Background: an optimization exercise with open tools, aiming at small area. Do not read the settings as production practice.
The RTL was checked by simulation tests, not by an equivalence proof against the original design.
Power figures rest on the tool's default switching activity, not on a simulated workload.

==> inputs of v17 <==
==> flow/design.v (excerpt) <==
module active_list (
  input  logic        clk,
  input  logic        rst_n,
  input  logic        add_mapping,    
  input  logic [11:0] alloc_pair,     
  output logic [4:0]  alloc_tag,      
  input  logic        wb_valid,
  input  logic [36:0] wb_result,      
  input  logic        commit_ack,     
  input  logic        flush,
  output logic        commit_valid,
  output logic [37:0] commit,         
  output logic        restore_valid,  
  output logic [11:0] restore_pair,   
  output logic        flush_busy,
  output logic        dq_full         
);
==> module mapping_table, before the edit <==
module mapping_table (
  input  logic                        clk,
  input  logic                        rst_n,
  input  logic                        add_mapping,   
  input  active_list_pkg::map_pair_t  alloc_pair,
  input  logic                        wb_valid,      
  input  logic                        head_done,     
  input  active_list_pkg::data_t      commit_data,   
  input  logic                        commit_ack,    
  input  logic                        flush,
  input  logic                        queue_full,
  output active_list_pkg::al_index_t  alloc_tag,
  output active_list_pkg::al_index_t  head_tag,
  output logic                        wb_write,
  output logic                        retire,
  output logic                        queue_clear,
  output logic                        commit_valid,
  output active_list_pkg::commit_t    commit,
  output logic                        restore_valid,
  output active_list_pkg::map_pair_t  restore_pair,
  output logic                        flush_busy
);
  localparam int AW = $clog2(32);
  localparam int PW = 2 * 6;
  logic [PW-1:0] pair_mem [32];  
  logic [PW-1:0] pair_rot [32];  
  logic [AW:0]   head;                  
  logic [AW:0]   tail;                  
  logic          walking;
  logic          alloc_accept;
  logic          walk_step;
  logic          list_empty;
  logic [PW-1:0] head_pair;
  assign flush_busy = walking;
  assign list_empty = (head == tail);
  assign alloc_accept = add_mapping && !walking;
  assign wb_write     = wb_valid && !walking && !queue_full;
  assign queue_clear  = flush && !walking;
  assign alloc_tag = tail[AW-1:0];
  assign head_tag  = head[AW-1:0];
  assign commit_valid = !list_empty && !walking && head_done;
  assign head_pair    = pair_mem[head[AW-1:0]];
  assign commit       = {head_pair[6-1:0], commit_data};
  assign retire       = commit_ack && commit_valid;
  always_comb begin
    for (int i = 0; i < 32; i++) begin
      pair_rot[i] = pair_mem[(i + 32 - 1) % 32];
    end
  end
  assign walk_step     = walking && !list_empty;
  assign restore_valid = walk_step;
  assign restore_pair  = pair_rot[tail[AW-1:0]];
  always_ff @(posedge clk or negedge rst_n) begin
    if (!rst_n) begin
      head    <= '0;
      tail    <= '0;
      walking <= 1'b0;
    end else begin
      if (retire) begin
        head <= head + 1'b1;
      end
      if (walk_step) begin
        tail <= tail - 1'b1;
      end else if (alloc_accept) begin
        tail <= tail + 1'b1;
      end
      if (!walking) begin
        walking <= flush;
      end else if (list_empty) begin
        walking <= 1'b0;
      end
    end
  end
  always_ff @(posedge clk) begin
    if (alloc_accept) begin
      pair_mem[tail[AW-1:0]] <= alloc_pair;
    end
  end
endmodule
clock: 7.5 ns
lec_check: 0
cap_margin: 20
core_margin: 2
core_utilization: 40
cts_buf_list: sky130_fd_sc_hd__clkbuf_4
cts_cluster_size: 30
slew_margin: 20
run.sh (not shown) runs the stock make flow with config.mk's settings and CLKGATE_MAP_FILE= SYNTH_SCRIPT=/design/flow/synth_recipe.tcl, a recipe that flattens the netlist after the stock synthesis.
==> v35: changes against v17 <==
--- a/flow/design.v
+++ b/flow/design.v
@@ -123,14 +123,15 @@
   localparam int AW = $clog2(32);
   localparam int PW = 2 * 6;
   logic [PW-1:0] pair_mem [32];  
-  logic [PW-1:0] pair_rot [32];  
+  logic [AW-1:0] rd_index;              
+  logic [32-1:0] rd_sel;         
+  logic [PW-1:0] rd_pair;
   logic [AW:0]   head;                  
   logic [AW:0]   tail;                  
   logic          walking;
   logic          alloc_accept;
   logic          walk_step;
   logic          list_empty;
-  logic [PW-1:0] head_pair;
   assign flush_busy = walking;
   assign list_empty = (head == tail);
   assign alloc_accept = add_mapping && !walking;
@@ -139,17 +140,19 @@
   assign alloc_tag = tail[AW-1:0];
   assign head_tag  = head[AW-1:0];
   assign commit_valid = !list_empty && !walking && head_done;
-  assign head_pair    = pair_mem[head[AW-1:0]];
-  assign commit       = {head_pair[6-1:0], commit_data};
+  assign rd_index = walking ? (tail[AW-1:0] - 1'b1) : head[AW-1:0];
+  always_comb begin
+    rd_pair = '0;
+    for (int i = 0; i < 32; i++) begin
+      rd_sel[i] = (rd_index == AW'(i));
+      rd_pair   = rd_pair | ({PW{rd_sel[i]}} & pair_mem[i]);
+    end
+  end
+  assign restore_pair = rd_pair;
+  assign commit       = {rd_pair[6-1:0], commit_data};
   assign retire       = commit_ack && commit_valid;
-  always_comb begin
-    for (int i = 0; i < 32; i++) begin
-      pair_rot[i] = pair_mem[(i + 32 - 1) % 32];
-    end
-  end
   assign walk_step     = walking && !list_empty;
   assign restore_valid = walk_step;
-  assign restore_pair  = pair_rot[tail[AW-1:0]];
   always_ff @(posedge clk or negedge rst_n) begin
     if (!rst_n) begin
       head    <= '0;
==> flow/flow/run.sh (new file) <==
#!/bin/bash
# Own flow: the standard layout (standard.sh, unchanged synthesis and
# floorplan), with two knobs of the layout steps changed:
#  - port buffers use the smallest buffer, sky130_fd_sc_hd__buf_1
#  - clock tree synthesis inserts no dummy loads and builds from small
#    clock buffers
# Every tool's output goes to the ORFS step logs under orfs/logs/ and the
# whole make output to standard.log in this folder.
set -euo pipefail
export BUFFER_PORTS_ARGS="-buffer_cell sky130_fd_sc_hd__buf_1"
export CTS_ARGS="-sink_clustering_enable -repair_clock_nets -dont_use_dummy_load -buf_list {sky130_fd_sc_hd__clkbuf_4 sky130_fd_sc_hd__clkbuf_8}"
bash standard.sh > standard.log 2>&1
==> flow/standard.sh (new file) <==
#!/bin/bash
# synth_recipe.tcl (not shown) runs the flow's synth.tcl, then flattens the netlist and writes it again
# the make line also repeats each setting of config.mk as NAME=value (left out here)
make -C /OpenROAD-flow-scripts/flow DESIGN_CONFIG=/design/flow/config.mk WORK_HOME=/design/flow/orfs CLKGATE_MAP_FILE= SYNTH_SCRIPT=/design/flow/synth_recipe.tcl "${@:-finish}"
CTS_BUF_LIST = default   (was sky130_fd_sc_hd__clkbuf_4)
CTS_CLUSTER_SIZE = default   (was 30)
removed: flow/run.sh
==> v6: changes against v17 <==
CTS_BUF_LIST = default   (was sky130_fd_sc_hd__clkbuf_4)
CTS_CLUSTER_SIZE = default   (was 30)
==> summary of the runs <==
- In sequential cell count, v35 and v6 do not differ.
- Between v6 and v35, the lower via count is in v35 (gap 12%, measured against v35).
- Power, lowest first: v17, v35, v6.
- v17 ran to the end with no violations. v6 completed with no timing, DRC or antenna violations. v35 went through all stages and came out clean.
- Against v35, the first-iteration DRC count of v17 is larger by 83%.
- Against v6, the sequential share of layout area of v17 is higher by 0.19 points.
- Clock skew, lowest first: v6, v17, v35.
- Clock power: v35 < v17 < v6.
- The lowest fmax belongs to v17, the highest to v35.
- Die area is the same in v17 and v6.
- The lowest hold slack belongs to v35, the highest to v6.
==> figures <==
quantity	v6	v17	v35
Status	finished clean	finished clean	finished clean
Clk pwr share	34.1%	31.7%	24.2%
FILL cells	5,796	5,918	5,772
Routed length per instance	31.7 um	30.2 um	25.6 um
Post-Syn Area per Cell	17.1 um2	17.1 um2	16.7 um2
Min-Delay Path Class	flip-flop to flip-flop	input port to async pin	flip-flop to flip-flop
Synthesized-area fraction occupied by xor and xnor cells	1.75%	1.75%	1.94%
WL met2	38,900 um	39,900 um	32,400 um
Half-perimeter wire length after placement	55,000 um	55,000 um	39,400 um
Sequential portion of the cell area	63.4%	63.6%	69.5%
Area enclosed by the die boundary	0.0721 mm2	0.0721 mm2	0.0699 mm2
WL met1	33,900 um	34,000 um	28,600 um
Final non-filler cell total	2,787	2,962	2,655
Reg-to-reg slack, setup	3.59 ns	3.64 ns	4.18 ns
Proportion of layout cells with a drive suffix above 1	17.6%	24.9%	12.5%
Detailed-routing iteration count for the pre-antenna-repair pass	6	7	6
Site Rows	96	96	95
Most used cell along the critical path	sky130_fd_sc_hd__buf_4	sky130_fd_sc_hd__buf_4	-
Number of placed cells counting well taps	2,648	2,648	2,540
GR met3 Demand/Resource	7.78%	8.37%	3.99%
Post-CTS clock slew at the launch and capture registers of the worst setup and hold paths	0.06 ns	0.07 ns	0.05 ns
Vias in the first global route	17,000	17,800	15,700

==> separate check: timing with driven ports <==
How much do the figures lean on ideal ports? The routed layouts below were timed once more, with nothing changed but the port constraints.
Step 1: set_driving_cell puts a clkbuf_16 on clk and a buf_2 on each other input, an assumption about the parent block.
Step 2 also shifts input and output timing later by t, the mid clock arrival at the registers, as if the neighbouring blocks saw the same clock.
Three values: ideal, step 1, step 2; two values: the first two.
run | shift t [ns] | slack for setup (ns) | worst setup path after step 2 | worst slew at a driven data input, ns
v17 | 1.055 | 0.774 / 0.722 / 1.777 | register to output | 0.12
v35 | 0.715 | 1.208 / 1.149 / 1.864 | register to output | 0.09
v6 | 0.678 | 1.123 / 1.062 / 1.740 | register to output | 0.12
After both steps setup and hold are still met in every run listed.
